Background: an optimization exercise with open tools, aiming at small area and few clock cycles per item. Do not read the settings as production practice.
RTL that was checked went through simulation tests only; none was proved equivalent to the original.
Power is estimated from default activity; no workload was simulated.

==> v38: inputs <==
## fpu_mul_prenorm_pipe
module fpu_mul_prenorm_pipe #(
  parameter int SIZE_DATA = 8,
  parameter int SIZE_MANT = 24,
  parameter int SIZE_LOPD = 8,
  parameter int BIAS      = 127
) (
  input  logic                   i_clk,
  input  logic                   i_rst_n,
  input  logic                   i_valid,
  output logic                   o_ready,
  input  logic [31:0]            i_data_a,
  input  logic [31:0]            i_data_b,
  output logic                   o_valid,
  input  logic                   i_ready,
  output logic                   o_sign,
  output logic [SIZE_DATA-1:0]   o_data_exp,
  output logic                   o_exp_oor,
  output logic [2*SIZE_MANT-1:0] o_mant_prod,
  output logic                   o_ov_flag,
  output logic                   o_un_flag,
  output logic [SIZE_LOPD-1:0]   o_one_pos,
  output logic                   o_zero_flag
);
==> flow/config.mk <==
export PLATFORM = sky130hd
export DESIGN_NAME = fpu_mul_prenorm_pipe
export DESIGN_NICKNAME = fpu_mul_prenorm_pipe
export VERILOG_FILES = /design/flow/design.v
export SDC_FILE = /design/flow/constraint.sdc
export NUM_CORES = 4
export LEC_CHECK = 0
export CAP_MARGIN = 20
export CORE_MARGIN = 2
export CORE_UTILIZATION = 40
export SLEW_MARGIN = 20
export SYNTH_HIERARCHICAL = 1
export SYNTH_MINIMUM_KEEP_SIZE = 0
==> flow/constraint.sdc <==
create_clock -name core_clock -period 8.0 [get_ports {i_clk}]
set_input_delay 1.6000 -clock core_clock [delete_from_list [all_inputs] [get_ports {i_clk}]]
set_output_delay 1.6000 -clock core_clock [all_outputs]
set_load 0.01 [all_outputs]
run.sh (not shown) runs the stock make flow with config.mk's settings and CLKGATE_MAP_FILE= SYNTH_SCRIPT=/design/flow/synth_recipe.tcl, a recipe that flattens the netlist after the stock synthesis.
==> v39 (differences from v38) <==
==> flow/flow/run.sh (new file) <==
#!/bin/bash
# Standard layout, with power recovery (downsizing of cells off the critical
# paths) after global routing.
set -euo pipefail
bash standard.sh RECOVER_POWER=100 finish > make_finish.log 2>&1
==> flow/standard.sh (new file) <==
#!/bin/bash
# synth_recipe.tcl (not shown) runs the flow's synth.tcl, then flattens the netlist and writes it again
# the make line also repeats each setting of config.mk as NAME=value (left out here)
make -C /OpenROAD-flow-scripts/flow DESIGN_CONFIG=/design/flow/config.mk WORK_HOME=/design/flow/orfs CLKGATE_MAP_FILE= SYNTH_SCRIPT=/design/flow/synth_recipe.tcl "${@:-finish}"
removed: flow/run.sh
==> summary.txt <==
	v38	v39
Met3 routed wirelength	2740 um	2850 um
Drt initial violations	955	905
Lkg Pwr	8.12 nW	8.14 nW
Area used by multi-input combinational logic	14900 um^2	14900 um^2
Ratio of cells with drive above 1 in the final layout	25.6%	25.1%
Outcome	no timing/DRC/antenna violations	finished with violations
Layout check failures	-	capacitance limit, slew limit
Clock-cell share of area	1.47%	1.47%
M1 wire length	24400 um	24400 um
Share of total power in combinational logic	82.3%	82.1%
Fmax	134 MHz	133 MHz
Internal Power	4.80 mW	4.72 mW
Clock latency reported for the late side of the worst-skew pair	0.35 ns	0.34 ns
Area growth from synthesis to layout	18.7%	18.5%
Vias per cell	5.47	5.46
CP peak stage delay	0.55 ns	0.65 ns
Final core utilization	47.9%	47.8%
Worst Tran Pin Value	0.876 ns	3.59 ns
Final max-slew violation count	0	67
Final total power	9.30 mW	9.21 mW
Flip-flop and latch share of the layout cell area	9.51%	9.53%
NonClk Buf Share	11.1%	11.1%
Wire length after detailed routing	52800 um	52800 um
Reg2reg end	r_sn[9]$_DFFE_PP_	r_sn[14]$_DFFE_PP_
Setup Skew	0.00682 ns	0.00604 ns
Fraction of power spent switching nets	48.4%	48.7%
Data arrival time at the worst-slack endpoint	7.53 ns	7.61 ns
Wire length per cell after detailed routing	22.2 um	22.2 um
Function was not checked in any run of this note: the RTL went through the layout flow alone.

* * *

==> run a: inputs <==
fpu_mul_prenorm_pipe, a different RTL version from the one above (not shown whole).
clock: 8.0 ns
lec_check: 0
cap_margin: 20
core_margin: 2
core_utilization: 40
cts_buf_list: sky130_fd_sc_hd__clkbuf_8
gpl_timing_driven: 0
slew_margin: 20
synth_hierarchical: 1
synth_minimum_keep_size: 0
Stock flow here: none of the scripts above is used.
==> run b (differences from run a) <==
- CTS_BUF_LIST: sky130_fd_sc_hd__clkbuf_8 -> sky130_fd_sc_hd__clkbuf_16
- CTS_CLUSTER_DIAMETER: unset -> 200
- CTS_CLUSTER_SIZE: unset -> 40
==> run c (differences from run a) <==
--- a/flow/design.v
+++ b/flow/design.v
@@ -28,48 +28,17 @@
 ) (
   input  logic [46:0]          prod_low,
   output logic [SIZE_LOPD-1:0] one_pos,
   output logic                 all_zero
 );
-  logic [63:0] x;
-  logic [31:0] v1;
-  logic [31:0] c1;
-  logic [15:0] v2;
-  logic [1:0]  c2 [16];
-  logic [7:0]  v4;
-  logic [2:0]  c4 [8];
-  logic [3:0]  v8;
-  logic [3:0]  c8 [4];
-  logic [1:0]  v16;
-  logic [4:0]  c16 [2];
-  logic [5:0]  lz;
-  assign x = {prod_low, 1'b1, 16'b0};
   always_comb begin
-    for (int i = 0; i < 32; i++) begin
-      v1[i] = x[2*i+1] | x[2*i];
-      c1[i] = ~x[2*i+1];
+    one_pos = '0;
+    for (int i = 0; i < 47; i++) begin
+      if (prod_low[i]) one_pos = SIZE_LOPD'(46 - i);
     end
-    for (int i = 0; i < 16; i++) begin
-      v2[i] = v1[2*i+1] | v1[2*i];
-      c2[i] = v1[2*i+1] ? {1'b0, c1[2*i+1]} : {1'b1, c1[2*i]};
-    end
-    for (int i = 0; i < 8; i++) begin
-      v4[i] = v2[2*i+1] | v2[2*i];
-      c4[i] = v2[2*i+1] ? {1'b0, c2[2*i+1]} : {1'b1, c2[2*i]};
-    end
-    for (int i = 0; i < 4; i++) begin
-      v8[i] = v4[2*i+1] | v4[2*i];
-      c8[i] = v4[2*i+1] ? {1'b0, c4[2*i+1]} : {1'b1, c4[2*i]};
-    end
-    for (int i = 0; i < 2; i++) begin
-      v16[i] = v8[2*i+1] | v8[2*i];
-      c16[i] = v8[2*i+1] ? {1'b0, c8[2*i+1]} : {1'b1, c8[2*i]};
-    end
-    lz = v16[1] ? {1'b0, c16[1]} : {1'b1, c16[0]};
   end
   assign all_zero = ~|prod_low;
-  assign one_pos  = all_zero ? '0 : SIZE_LOPD'(lz);
 endmodule
 module fpu_mul_prenorm_pipe #(
   parameter int SIZE_DATA = 8,
   parameter int SIZE_MANT = 24,
   parameter int SIZE_LOPD = 8,
@@ -93,16 +62,17 @@
   output logic                   o_zero_flag
 );
   localparam int FP_W    = fpu_mul_pkg::FP_W;
   localparam int EXP_W   = fpu_mul_pkg::EXP_W;
   localparam int FRAC_W  = fpu_mul_pkg::FRAC_W;
+  localparam int EXP_MAX = fpu_mul_pkg::EXP_MAX;
+  localparam int SUM_W   = SIZE_DATA + 2;
   localparam int NBLK    = 9;
   logic                       a_nz, b_nz;
   logic [EXP_W-1:0]           ea, eb;
   logic [SIZE_MANT-1:0]       ma, mb;
-  logic [EXP_W:0]             exp_t;
-  logic                       exp_oor;
+  logic signed [SUM_W-1:0]    exp_sum;
   logic                       r_valid;
   logic                       r_sign;
   logic [SIZE_DATA-1:0]       r_exp;
   logic                       r_oor;
   logic [2*SIZE_MANT-1:0]     r_sn;
@@ -117,25 +87,23 @@
   assign b_nz = |i_data_b[FP_W-2:FRAC_W];
   assign ea   = a_nz ? i_data_a[FP_W-2:FRAC_W] : EXP_W'(1);
   assign eb   = b_nz ? i_data_b[FP_W-2:FRAC_W] : EXP_W'(1);
   assign ma   = {a_nz, i_data_a[FRAC_W-1:0]};
   assign mb   = {b_nz, i_data_b[FRAC_W-1:0]};
-  assign exp_t   = {1'b0, ea} + {1'b0, eb} + (EXP_W+1)'(1);
-  assign exp_oor = exp_t[EXP_W] ? (exp_t[EXP_W-1] | (&exp_t[EXP_W-2:0]))
-                                : (~exp_t[EXP_W-1] | ~(|exp_t[EXP_W-2:0]));
+  assign exp_sum = $signed({2'b00, ea}) + $signed({2'b00, eb}) - SUM_W'(BIAS);
   fpu_mul_mant_mul u_mul (.a(ma), .b(mb), .sn(mul_sn), .gn(mul_gn));
   assign load    = ~r_valid | i_ready;
   assign o_ready = load;
   always_ff @(posedge i_clk or negedge i_rst_n) begin
     if (!i_rst_n) r_valid <= 1'b0;
     else if (load) r_valid <= i_valid;
   end
   always_ff @(posedge i_clk) begin
     if (load && i_valid) begin
       r_sign <= i_data_a[FP_W-1] ^ i_data_b[FP_W-1];
-      r_exp  <= {~exp_t[EXP_W-1], exp_t[EXP_W-2:0]};
-      r_oor  <= exp_oor;
+      r_exp  <= exp_sum[SIZE_DATA-1:0];
+      r_oor  <= (exp_sum < SUM_W'(1)) || (exp_sum > SUM_W'(EXP_MAX));
       r_sn   <= mul_sn;
       r_gn   <= mul_gn;
     end
   end
   fpu_mul_mant_fin u_fin (.sn(r_sn), .gn(r_gn), .p(r_prod));
@@ -1669,13 +1637,13 @@
   fpu_mul_fa u_k593 (.a(c502), .b(s503), .c(k592), .s(sn[5]), .co(k593));
   fpu_mul_fa u_k594 (.a(c504), .b(s505), .c(k593), .s(sn[6]), .co(k594));
   fpu_mul_fa u_k595 (.a(c506), .b(s507), .c(k594), .s(sn[7]), .co(k595));
   fpu_mul_fa u_k596 (.a(c508), .b(s509), .c(k595), .s(sn[8]), .co(k596));
   fpu_mul_fa u_k597 (.a(c510), .b(s511), .c(k596), .s(sn[9]), .co(k597));
-  fpu_mul_xn u_xk598 (.a(c512), .b(s513), .y(sn[10]));
-  fpu_mul_or u_k598 (.a(c512), .b(s513), .y(k598));
-  fpu_mul_fa u_k599 (.a(c514), .b(s515), .c(k598), .s(sn[11]), .co(k599));
+  fpu_mul_fa u_k598 (.a(c512), .b(s513), .c(k597), .s(sn[10]), .co(k598));
+  fpu_mul_xn u_xk599 (.a(c514), .b(s515), .y(sn[11]));
+  fpu_mul_or u_k599 (.a(c514), .b(s515), .y(k599));
   fpu_mul_fa u_k600 (.a(c516), .b(s517), .c(k599), .s(sn[12]), .co(k600));
   fpu_mul_fa u_k601 (.a(c518), .b(s519), .c(k600), .s(sn[13]), .co(k601));
   fpu_mul_fa u_k602 (.a(c520), .b(s521), .c(k601), .s(sn[14]), .co(k602));
   fpu_mul_fa u_k603 (.a(c522), .b(s523), .c(k602), .s(sn[15]), .co(k603));
   fpu_mul_fa u_k604 (.a(c524), .b(s525), .c(k603), .s(sn[16]), .co(k604));
@@ -1688,72 +1656,72 @@
   fpu_mul_xn u_xk610 (.a(c536), .b(s537), .y(sn[22]));
   fpu_mul_or u_k610 (.a(c536), .b(s537), .y(k610));
   fpu_mul_fa u_k611 (.a(c538), .b(s539), .c(k610), .s(sn[23]), .co(k611));
   fpu_mul_fa u_k612 (.a(c540), .b(s541), .c(k611), .s(sn[24]), .co(k612));
   fpu_mul_fa u_k613 (.a(c542), .b(s543), .c(k612), .s(sn[25]), .co(k613));
-  fpu_mul_xn u_xk614 (.a(c544), .b(s545), .y(sn[26]));
-  fpu_mul_or u_k614 (.a(c544), .b(s545), .y(k614));
-  fpu_mul_fa u_k615 (.a(c546), .b(s547), .c(k614), .s(sn[27]), .co(k615));
+  fpu_mul_fa u_k614 (.a(c544), .b(s545), .c(k613), .s(sn[26]), .co(k614));
+  fpu_mul_xn u_xk615 (.a(c546), .b(s547), .y(sn[27]));
+  fpu_mul_or u_k615 (.a(c546), .b(s547), .y(k615));
   fpu_mul_fa u_k616 (.a(c548), .b(s549), .c(k615), .s(sn[28]), .co(k616));
   fpu_mul_fa u_k617 (.a(c550), .b(s551), .c(k616), .s(sn[29]), .co(k617));
-  fpu_mul_xn u_xk618 (.a(c552), .b(s553), .y(sn[30]));
-  fpu_mul_or u_k618 (.a(c552), .b(s553), .y(k618));
-  fpu_mul_fa u_k619 (.a(c554), .b(s555), .c(k618), .s(sn[31]), .co(k619));
+  fpu_mul_fa u_k618 (.a(c552), .b(s553), .c(k617), .s(sn[30]), .co(k618));
+  fpu_mul_xn u_xk619 (.a(c554), .b(s555), .y(sn[31]));
+  fpu_mul_or u_k619 (.a(c554), .b(s555), .y(k619));
   fpu_mul_fa u_k620 (.a(c556), .b(s557), .c(k619), .s(sn[32]), .co(k620));
   fpu_mul_fa u_k621 (.a(c558), .b(s559), .c(k620), .s(sn[33]), .co(k621));
-  fpu_mul_xn u_xk622 (.a(c560), .b(s561), .y(sn[34]));
-  fpu_mul_or u_k622 (.a(c560), .b(s561), .y(k622));
+  fpu_mul_fa u_k622 (.a(c560), .b(s561), .c(k621), .s(sn[34]), .co(k622));
   fpu_mul_fa u_k623 (.a(c562), .b(s563), .c(k622), .s(sn[35]), .co(k623));
-  fpu_mul_fa u_k624 (.a(c564), .b(s565), .c(k623), .s(sn[36]), .co(k624));
+  fpu_mul_xn u_xk624 (.a(c564), .b(s565), .y(sn[36]));
+  fpu_mul_or u_k624 (.a(c564), .b(s565), .y(k624));
   fpu_mul_fa u_k625 (.a(c566), .b(s567), .c(k624), .s(sn[37]), .co(k625));
-  fpu_mul_xn u_xk626 (.a(c568), .b(s569), .y(sn[38]));
-  fpu_mul_or u_k626 (.a(c568), .b(s569), .y(k626));
+  fpu_mul_fa u_k626 (.a(c568), .b(s569), .c(k625), .s(sn[38]), .co(k626));
   fpu_mul_fa u_k627 (.a(c570), .b(s571), .c(k626), .s(sn[39]), .co(k627));
   fpu_mul_fa u_k628 (.a(c572), .b(s573), .c(k627), .s(sn[40]), .co(k628));
-  fpu_mul_fa u_k629 (.a(c574), .b(s575), .c(k628), .s(sn[41]), .co(k629));
+  fpu_mul_xn u_xk629 (.a(c574), .b(s575), .y(sn[41]));
+  fpu_mul_or u_k629 (.a(c574), .b(s575), .y(k629));
   fpu_mul_fa u_k630 (.a(c576), .b(s577), .c(k629), .s(sn[42]), .co(k630));
-  fpu_mul_xn u_xk631 (.a(c578), .b(s579), .y(sn[43]));
-  fpu_mul_or u_k631 (.a(c578), .b(s579), .y(k631));
+  fpu_mul_fa u_k631 (.a(c578), .b(s579), .c(k630), .s(sn[43]), .co(k631));
   fpu_mul_fa u_k632 (.a(c580), .b(s581), .c(k631), .s(sn[44]), .co(k632));
   fpu_mul_fa u_k633 (.a(c582), .b(s583), .c(k632), .s(sn[45]), .co(k633));
   fpu_mul_fa u_k634 (.a(c584), .b(s585), .c(k633), .s(sn[46]), .co(k634));
-  fpu_mul_fa u_k635 (.a(c586), .b(s587), .c(k634), .s(sn[47]), .co(k635));
-  assign gn[0] = k597;
+  fpu_mul_xn u_xk635 (.a(c586), .b(s587), .y(sn[47]));
+  fpu_mul_or u_k635 (.a(c586), .b(s587), .y(k635));
+  assign gn[0] = k598;
   assign gn[1] = k604;
   assign gn[2] = k609;
-  assign gn[3] = k613;
-  assign gn[4] = k617;
-  assign gn[5] = k621;
-  assign gn[6] = k625;
-  assign gn[7] = k630;
+  assign gn[3] = k614;
+  assign gn[4] = k618;
+  assign gn[5] = k623;
+  assign gn[6] = k628;
+  assign gn[7] = k634;
 endmodule
 module fpu_mul_mant_fin (
   input  logic [47:0] sn,
   input  logic [7:0] gn,
   output logic [47:0] p
 );
   logic [47:0] s;
   logic [8:0] cin;
   assign s = ~sn;
   assign cin[0] = 1'b0;
-  assign p[9:0] = s[9:0] + 10'(cin[0]);
-  assign cin[1] = ~gn[0] | (cin[0] & (&s[9:0]));
-  assign p[16:10] = s[16:10] + 7'(cin[1]);
-  assign cin[2] = ~gn[1] | (cin[1] & (&s[16:10]));
+  assign p[10:0] = s[10:0] + 11'(cin[0]);
+  assign cin[1] = ~gn[0] | (cin[0] & (&s[10:0]));
+  assign p[16:11] = s[16:11] + 6'(cin[1]);
+  assign cin[2] = ~gn[1] | (cin[1] & (&s[16:11]));
   assign p[21:17] = s[21:17] + 5'(cin[2]);
   assign cin[3] = ~gn[2] | (cin[2] & (&s[21:17]));
-  assign p[25:22] = s[25:22] + 4'(cin[3]);
-  assign cin[4] = ~gn[3] | (cin[3] & (&s[25:22]));
-  assign p[29:26] = s[29:26] + 4'(cin[4]);
-  assign cin[5] = ~gn[4] | (cin[4] & (&s[29:26]));
-  assign p[33:30] = s[33:30] + 4'(cin[5]);
-  assign cin[6] = ~gn[5] | (cin[5] & (&s[33:30]));
-  assign p[37:34] = s[37:34] + 4'(cin[6]);
-  assign cin[7] = ~gn[6] | (cin[6] & (&s[37:34]));
-  assign p[42:38] = s[42:38] + 5'(cin[7]);
-  assign cin[8] = ~gn[7] | (cin[7] & (&s[42:38]));
-  assign p[47:43] = s[47:43] + 5'(cin[8]);
+  assign p[26:22] = s[26:22] + 5'(cin[3]);
+  assign cin[4] = ~gn[3] | (cin[3] & (&s[26:22]));
+  assign p[30:27] = s[30:27] + 4'(cin[4]);
+  assign cin[5] = ~gn[4] | (cin[4] & (&s[30:27]));
+  assign p[35:31] = s[35:31] + 5'(cin[5]);
+  assign cin[6] = ~gn[5] | (cin[5] & (&s[35:31]));
+  assign p[40:36] = s[40:36] + 5'(cin[6]);
+  assign cin[7] = ~gn[6] | (cin[6] & (&s[40:36]));
+  assign p[46:41] = s[46:41] + 6'(cin[7]);
+  assign cin[8] = ~gn[7] | (cin[7] & (&s[46:41]));
+  assign p[47:47] = s[47:47] + 1'(cin[8]);
 endmodule
 module fpu_mul_fa (input logic a, input logic b, input logic c, output logic s, output logic co);
   assign s  = a ^ b ^ c;
   assign co = (a & b) | (a & c) | (b & c);
 endmodule
- CTS_BUF_LIST: sky130_fd_sc_hd__clkbuf_8 -> unset
- GPL_TIMING_DRIVEN: 0 -> unset
==> results.py <==
metrics = {
    "power": {
        "p_sw_mw": 4.24,
    },
    "setup_path": {
        "slowest_stage": "clkdlybuf4s50_1",
        "cp_num_buf_inv": 3,
    },
    "outcome": {
        "run_status": "finished clean",
    },
}
That was run a.
==> results.py <==
metrics = {
    "detailed_routing": {
        "num_vias": 12700,
    },
    "synth": {
        "synth_top_area_cell": "fa_1",
    },
    "power": {
        "p_int_mw": 4.62,
        "p_sw_mw": 4.12,
        "p_comb_mw": 7.11,
    },
    "setup_path": {
        "slowest_stage": "clkdlybuf4s50_1",
        "cp_num_buf_inv": 2,
    },
    "outcome": {
        "run_status": "finished clean",
    },
    "placed_design": {
        "dp_cells": 2160,
    },
}
That was run c.
==> results.py <==
metrics = {
    "power": {
        "p_sw_mw": 4.26,
    },
    "setup_path": {
        "slowest_stage": "inv_2",
        "cp_num_buf_inv": 3,
    },
    "layout": {
        "inv_count": 60,
    },
    "outcome": {
        "run_status": "finished clean",
    },
}
That was run b.
Testbench counts of run a, summed over its fixed seeds: cycles 24,008, items 24,000.
Testbench counts of run b, summed over its fixed seeds: cycles 24,008, items 24,000.
Only the layout flow was run in run c; the RTL was not checked for function there.

-- re-timing with driven ports --
The flow's constraints put no driver on any port. The routed layouts listed below were extracted and timed again, unchanged, in two steps.
Step 1: set_driving_cell puts a clkbuf_16 on i_clk and a buf_2 on each other input, an assumption about the parent block.
Step 2 moves the port delays by t, midway between the first and last clock arrival at a register: inputs arrive t later, outputs are due t later. That takes back most of the time a late clock gives input paths.
a / b / c = ideal / step 1 / step 2; a / b = the first two.
run	t (ns)	slack for setup (ns)	worst setup path at the end
v38	0.389	0.561 / 0.581 / 0.192	input to register
v39	0.386	0.478 / 0.501 / 0.115	input to register
run a	0.392	0.138 / 0.153 / -0.239	input to register
run b	0.387	0.178 / 0.194 / -0.192	input to register
run c	0.385	0.561 / 0.584 / 0.199	input to register
Met with ideal ports but missed after step 2: setup timing in run a and run b. For run a, which loses most, drivers alone change the setup slack by +0.015 ns; drivers and shift together by -0.377 ns.
